This design comes from an exercise in tuning for small area, a short achievable clock period and few clock cycles on the open sky130 flow, not from production work. In this exercise RTL edits were held to simulation tests only and were not proved equivalent to the original. No activity file was given, so power comes from the tool's default toggle rates.

==> inputs of build 19 <==
==> flow/design.v <==
module hilo_md_ctrl #(
    parameter int MUL_K  = 8,
    parameter int DIV_R  = 2,
    parameter int DATA_W = 32
) (
    input  logic              clk_i,
    input  logic              reset_i,
    input  logic              md_valid_i,
    output logic              md_ready_o,
    input  logic [2:0]        md_op_i,
    input  logic [DATA_W-1:0] md_src0_i,
    input  logic [DATA_W-1:0] md_src1_i,
    input  logic              flush_i,
    output logic [DATA_W-1:0] hi_o,
    output logic [DATA_W-1:0] lo_o,
    output logic              md_busy_o,
    output logic              md_done_o
);
    localparam int W   = DATA_W;
    localparam int NCH = W / MUL_K + 1;        
    localparam int ND  = MUL_K / 2;            
    localparam int BW  = NCH * MUL_K + 1;      
    localparam int LW  = (W < 4) ? 2 : (W < 8) ? 3 : (W < 16) ? 4 : (W < 32) ? 5 : (W < 64) ? 6 : 7;
    localparam logic [2:0] OP_MULT  = 3'd1;
    localparam logic [2:0] OP_MULTU = 3'd2;
    localparam logic [2:0] OP_DIV   = 3'd3;
    localparam logic [2:0] OP_DIVU  = 3'd4;
    localparam logic [2:0] OP_MTHI  = 3'd5;
    localparam logic [2:0] OP_MTLO  = 3'd6;
    typedef enum logic [1:0] {IDLE, MUL, DIV, FIX} state_t;
    state_t              state_q;
    logic                done_q;
    logic [W-1:0]        hi_q, lo_q;
    logic [2*W-1:0]      acc_q;      
    logic [W:0]          mc_q;       
    logic [W:0]          b_q;        
    logic [NCH-1:0]      oh_q;       
    logic [LW-1:0]       cnt_q;      
    logic                qneg_q, rneg_q;
    logic is_signed, s0_neg, s1_neg, div0;
    logic [W-1:0] neg_a, neg_b, neg_ya, neg_yb;
    logic         neg_sa, neg_sb;
    assign is_signed = (md_op_i == OP_MULT) || (md_op_i == OP_DIV);
    assign s0_neg    = is_signed && md_src0_i[W-1];
    assign s1_neg    = is_signed && md_src1_i[W-1];
    assign div0      = (md_src1_i == '0);
    assign neg_a  = (state_q == FIX) ? acc_q[2*W-1:W] : md_src0_i;
    assign neg_b  = (state_q == FIX) ? acc_q[W-1:0]   : md_src1_i;
    assign neg_sa = (state_q == FIX) ? rneg_q : s0_neg;
    assign neg_sb = (state_q == FIX) ? qneg_q : s1_neg;
    assign neg_ya = neg_sa ? -neg_a : neg_a;
    assign neg_yb = neg_sb ? -neg_b : neg_b;
    logic [BW-1:0]  ax_in, bx_in;
    logic [NCH:0]   eqa_in, eqb_in;
    logic [NCH-1:0] oh_in;
    logic           swap;
    logic [W:0]     mc_in, mp_in;
    assign ax_in = {{(BW-W-1){s0_neg}}, md_src0_i, 1'b0};
    assign bx_in = {{(BW-W-1){s1_neg}}, md_src1_i, 1'b0};
    assign eqa_in[0]   = 1'b0;
    assign eqa_in[NCH] = 1'b1;
    assign eqb_in[0]   = 1'b0;
    assign eqb_in[NCH] = 1'b1;
    for (genvar j = 1; j < NCH; j++) begin : g_eq
        assign eqa_in[j] = (ax_in[BW-1:j*MUL_K] == '0) || (ax_in[BW-1:j*MUL_K] == '1);
        assign eqb_in[j] = (bx_in[BW-1:j*MUL_K] == '0) || (bx_in[BW-1:j*MUL_K] == '1);
    end
    assign swap  = |(eqa_in & ~eqb_in);
    assign oh_in = swap ? (eqa_in[NCH:1] & ~eqa_in[NCH-1:0]) : (eqb_in[NCH:1] & ~eqb_in[NCH-1:0]);
    assign mc_in = swap ? {s1_neg, md_src1_i} : {s0_neg, md_src0_i};
    assign mp_in = swap ? {s0_neg, md_src0_i} : {s1_neg, md_src1_i};
    logic [BW-1:0]     bx;
    logic [MUL_K:0]    chunk_nx, chunk_in;
    logic [ND-1:0]     one_q, two_q, neg_q, one_d, two_d, neg_d;
    logic [2*W-1:0]    acc_n;
    assign bx = {{(BW-W-1){b_q[W]}}, b_q, 1'b0};
    always_comb begin
        logic [BW-1:0] mx;
        mx = {{(BW-W-1){mp_in[W]}}, mp_in, 1'b0};
        chunk_nx = '0;
        chunk_in = '0;
        for (int j = 0; j < NCH - 1; j++) begin
            if (oh_q[j+1]) chunk_nx = chunk_nx | bx[j*MUL_K +: MUL_K+1];
        end
        for (int j = 0; j < NCH; j++) begin
            if (oh_in[j]) chunk_in = chunk_in | mx[j*MUL_K +: MUL_K+1];
        end
    end
    always_comb begin
        logic [MUL_K:0] c;
        logic           b0, b1, b2;
        c = (state_q == IDLE) ? chunk_in : chunk_nx;
        for (int i = 0; i < ND; i++) begin
            b0 = c[2*i];
            b1 = c[2*i+1];
            b2 = c[2*i+2];
            one_d[i] = b1 ^ b0;
            two_d[i] = (b2 & ~b1 & ~b0) | (~b2 & b1 & b0);
            neg_d[i] = b2 & ~(b1 & b0);
        end
    end
    logic [2*W-1:0] rows [ND];
    logic [MUL_K-1:0] negv;
    always_comb begin
        logic [W+1:0] mag;
        negv = '0;
        for (int i = 0; i < ND; i++) begin
            mag = ({(W+2){one_q[i]}} & {mc_q[W], mc_q}) | ({(W+2){two_q[i]}} & {mc_q, 1'b0});
            rows[i] = {{(W-2){neg_q[i] ^ mag[W+1]}}, {(W+2){neg_q[i]}} ^ mag} << (2*i);
            negv[2*i] = neg_q[i];
        end
    end
    logic [2*W-1:0] cs_s, cs_c;
    always_comb begin
        logic [2*W-1:0] x, y, z;
        x = {acc_q[2*W-1-MUL_K:0], negv};
        y = rows[0];
        for (int i = 1; i < ND; i++) begin
            z = rows[i];
            {x, y} = {x ^ y ^ z, ((x & y) | (x & z) | (y & z)) << 1};
        end
        cs_s = x;
        cs_c = y;
    end
    assign acc_n = cs_s + cs_c;
    logic [W-1:0]  xa, xb;
    logic [LW-1:0] la, lb, sh;
    logic          div_q0;
    logic [W:0]    dvs_in;
    logic [W:0] xa1;
    assign xa  = md_src0_i ^ {W{s0_neg}};
    assign xb  = md_src1_i ^ {W{s1_neg}};
    assign xa1 = s0_neg ? {xa, 1'b1} : {1'b0, xa};
    always_comb begin
        la = '0;
        lb = '0;
        for (int i = 0; i <= W; i++) begin
            if (xa1[i]) la = LW'(i + 1);
        end
        for (int i = 0; i < W; i++) begin
            if (xb[i]) lb = LW'(i + 1);
        end
    end
    assign div_q0 = la < lb;
    assign sh     = la - lb;
    assign dvs_in = (W+1)'(neg_yb) << sh;
    logic [W-1:0] rem_s [DIV_R+1];
    logic [W:0]   dvs_s [DIV_R+1];
    logic [W-1:0] quo_s [DIV_R+1];
    always_comb begin
        logic [W+1:0] diff;
        rem_s[0] = acc_q[2*W-1:W];
        quo_s[0] = acc_q[W-1:0];
        dvs_s[0] = b_q;
        for (int i = 0; i < DIV_R; i++) begin
            diff       = {2'b0, rem_s[i]} - {1'b0, dvs_s[i]};
            rem_s[i+1] = diff[W+1] ? rem_s[i] : diff[W-1:0];
            quo_s[i+1] = {quo_s[i][W-2:0], !diff[W+1]};
            dvs_s[i+1] = dvs_s[i] >> 1;
        end
    end
    logic [W-1:0] rem_f, quo_f;
    always_comb begin
        rem_f = rem_s[DIV_R];
        quo_f = quo_s[DIV_R];
        for (int i = 1; i < DIV_R; i++) begin
            if (cnt_q == LW'(i - 1)) begin
                rem_f = rem_s[i];
                quo_f = quo_s[i];
            end
        end
    end
    always_ff @(posedge clk_i) begin
        done_q <= 1'b0;
        if (reset_i) begin
            state_q <= IDLE;
            hi_q    <= '0;
            lo_q    <= '0;
        end else if (flush_i) begin
            state_q <= IDLE;
        end else begin
            unique case (state_q)
                IDLE: begin
                    if (md_valid_i) begin
                        qneg_q <= s0_neg ^ s1_neg;
                        rneg_q <= s0_neg;
                        unique case (md_op_i)
                            OP_MTHI: hi_q <= md_src0_i;
                            OP_MTLO: lo_q <= md_src0_i;
                            OP_MULT, OP_MULTU: begin
                                mc_q    <= mc_in;
                                b_q     <= mp_in;
                                oh_q    <= oh_in;
                                one_q   <= one_d;
                                two_q   <= two_d;
                                neg_q   <= neg_d;
                                acc_q   <= '0;
                                state_q <= MUL;
                            end
                            OP_DIV, OP_DIVU: begin
                                if (div0) begin
                                    hi_q   <= md_src0_i;
                                    lo_q   <= '1;
                                    done_q <= 1'b1;
                                end else if (div_q0) begin
                                    hi_q   <= md_src0_i;
                                    lo_q   <= '0;
                                    done_q <= 1'b1;
                                end else begin
                                    acc_q   <= {neg_ya, {W{1'b0}}};
                                    b_q     <= dvs_in;
                                    cnt_q   <= sh;
                                    state_q <= DIV;
                                end
                            end
                            default: ;
                        endcase
                    end
                end
                MUL: begin
                    acc_q <= acc_n;
                    oh_q  <= oh_q >> 1;
                    one_q <= one_d;
                    two_q <= two_d;
                    neg_q <= neg_d;
                    if (oh_q[0]) begin
                        {hi_q, lo_q} <= acc_n;
                        done_q       <= 1'b1;
                        state_q      <= IDLE;
                    end
                end
                DIV: begin
                    acc_q <= {rem_s[DIV_R], quo_s[DIV_R]};
                    b_q   <= dvs_s[DIV_R];
                    cnt_q <= cnt_q - LW'(DIV_R);
                    if (cnt_q < LW'(DIV_R)) begin
                        acc_q <= {rem_f, quo_f};
                        if (rneg_q || qneg_q) begin
                            state_q <= FIX;
                        end else begin
                            hi_q    <= rem_f;
                            lo_q    <= quo_f;
                            done_q  <= 1'b1;
                            state_q <= IDLE;
                        end
                    end
                end
                FIX: begin
                    hi_q    <= neg_ya;
                    lo_q    <= neg_yb;
                    done_q  <= 1'b1;
                    state_q <= IDLE;
                end
                default: state_q <= IDLE;
            endcase
        end
    end
    assign md_ready_o = (state_q == IDLE);
    assign md_busy_o  = (state_q != IDLE);
    assign md_done_o  = done_q;
    assign hi_o       = hi_q;
    assign lo_o       = lo_q;
endmodule
==> flow/run.sh <==
#!/bin/bash
# synth_recipe.tcl (not shown) runs the flow's synth.tcl, then flattens the netlist and writes it again
# the make line also repeats each setting of config.mk as NAME=value (left out here)
make -C /OpenROAD-flow-scripts/flow DESIGN_CONFIG=/design/flow/config.mk WORK_HOME=/design/flow/orfs CLKGATE_MAP_FILE= SYNTH_SCRIPT=/design/flow/synth_recipe.tcl finish
==> flow/config.mk <==
export PLATFORM = sky130hd
export DESIGN_NAME = hilo_md_ctrl
export DESIGN_NICKNAME = hilo_md_ctrl
export VERILOG_FILES = /design/flow/design.v
export SDC_FILE = /design/flow/constraint.sdc
export NUM_CORES = 4
export LEC_CHECK = 0
export CAP_MARGIN = 20
export CORE_MARGIN = 2
export CORE_UTILIZATION = 40
export SETUP_SLACK_MARGIN = 4
export SLEW_MARGIN = 20
==> flow/constraint.sdc <==
create_clock -name core_clock -period 11.0 [get_ports {clk_i}]
set_input_delay 2.2000 -clock core_clock [delete_from_list [all_inputs] [get_ports {clk_i}]]
set_output_delay 2.2000 -clock core_clock [all_outputs]
set_load 0.01 [all_outputs]
==> inputs of trial 38, as changes to build 19 <==
--- a/flow/design.v
+++ b/flow/design.v
@@ -99,28 +99,44 @@
             neg_d[i] = b2 & ~(b1 & b0);
         end
     end
-    logic [2*W-1:0] rows [ND];
+    localparam logic [2*W-1:0] ROWS_EXCESS = (2*W)'(((1 << (2*ND)) - 1) / 3) << (W+1);
+    localparam logic [2*W-1:0] ROWS_FIX    = ~ROWS_EXCESS + (2*W)'(1);
+    logic [2*W-1:0] rows [ND+2];
     logic [MUL_K-1:0] negv;
     always_comb begin
-        logic [W+1:0] mag;
+        logic [W+1:0] mag, r;
         negv = '0;
         for (int i = 0; i < ND; i++) begin
             mag = ({(W+2){one_q[i]}} & {mc_q[W], mc_q}) | ({(W+2){two_q[i]}} & {mc_q, 1'b0});
-            rows[i] = {{(W-2){neg_q[i] ^ mag[W+1]}}, {(W+2){neg_q[i]}} ^ mag} << (2*i);
+            r   = {(W+2){neg_q[i]}} ^ mag;
+            rows[i] = (2*W)'({~r[W+1], r[W:0]}) << (2*i);
             negv[2*i] = neg_q[i];
         end
-    end
+        rows[ND]   = ROWS_FIX;
+        rows[ND+1] = {acc_q[2*W-1-MUL_K:0], negv};
+    end
+    function automatic logic [4*W-1:0] csa(input logic [2*W-1:0] a, input logic [2*W-1:0] b,
+                                           input logic [2*W-1:0] c);
+        csa = {a ^ b ^ c, ((a & b) | (a & c) | (b & c)) << 1};
+    endfunction
     logic [2*W-1:0] cs_s, cs_c;
-    always_comb begin
-        logic [2*W-1:0] x, y, z;
-        x = {acc_q[2*W-1-MUL_K:0], negv};
-        y = rows[0];
-        for (int i = 1; i < ND; i++) begin
-            z = rows[i];
-            {x, y} = {x ^ y ^ z, ((x & y) | (x & z) | (y & z)) << 1};
-        end
-        cs_s = x;
-        cs_c = y;
+    if (ND == 4) begin : g_tree6
+        logic [2*W-1:0] a0, a1, b0, b1, c0, c1, d0, d1;
+        assign {a0, a1} = csa(rows[0], rows[1], rows[2]);
+        assign {b0, b1} = csa(rows[3], rows[4], rows[5]);
+        assign {c0, c1} = csa(a0, a1, b0);
+        assign {d0, d1} = csa(c0, c1, b1);
+        assign cs_s = d0;
+        assign cs_c = d1;
+    end else begin : g_chain
+        always_comb begin
+            logic [2*W-1:0] x, y;
+            x = rows[0];
+            y = rows[1];
+            for (int i = 2; i < ND + 2; i++) {x, y} = csa(x, y, rows[i]);
+            cs_s = x;
+            cs_c = y;
+        end
     end
     assign acc_n = cs_s + cs_c;
     logic [W-1:0]  xa, xb;
Settings changed: ABC_AREA set to 1, SETUP_SLACK_MARGIN 4 to 5.
==> comparison table <==
metric                                                   build 19    trial 38
Die Y                                                      286 um      283 um
Count of clock buffers in the final design                     41          33
Data arrival time of the critical path                    7.53 ns     6.97 ns
Fraction of the cycle the final worst path needs            65.3%       60.3%
Number of logic inverters in the finished layout              299         720
Status                                   timing/DRC/antenna clean  timing/DRC/antenna clean
Simple-gate share of the synthesized area                   15.5%       21.1%
Total area of multi-input combinational cells          0.0246 mm2  0.0234 mm2
Min-Delay Endpoint                                        hi_q[4]    hi_q[19]
Distinct cell type count of the synthesized netlist            98          75
Post-synthesis xor/xnor area fraction                       8.64%       7.97%
Setup skew after layout                                 0.0293 ns   0.0333 ns
Fill cell total of the finished layout                      7,787       7,779
Instance area after placement                          0.0340 mm2  0.0334 mm2
Worst max-slew margin expressed relative to the limit       16.4%       21.0%
Synthesized netlist net count                               4,373       5,100
1st-iter DRT viols                                          3,951       4,760
Sequential cell area fraction in the yosys report           18.8%       19.2%
Design Power                                              4960 uW     5210 uW
Number of nets at the end of the flow                       4,421       5,315
Testbench counts of build 19, summed over its fixed seeds: cycles 11,514.
Testbench counts of trial 38, summed over its fixed seeds: cycles 11,514.

-- what the ideal ports hide --
In the flow no input, the clock included, has a driving cell. The finished layouts below were timed again as built, in two steps. Step 1, drivers: a clkbuf_16 drives clk_i and a buf_2 each remaining input, both assumed. Step 2 adds t to the input delays and takes it off the output delays; t is the mean of the earliest and latest rising clock arrival at the registers after step 1. Input paths then give back, and output paths get back, about the clock's delay inside the block. a / b / c = no drivers / after step 1 / after step 2; a / b = the first two.
| run | shift t [ns] | setup WS [ns] | latest minus earliest clock arrival (ns) | slew at the worst register clock pin (ns) |
|---|---|---|---|---|
| build 19 | 0.653 | 3.816 / 3.863 / 3.210 | 0.029 / 0.029 | 0.08 / 0.08 |
| trial 38 | 0.641 | 4.365 / 4.400 / 3.759 | 0.033 / 0.033 | 0.08 / 0.08 |
After both steps setup and hold are still met in every run listed.
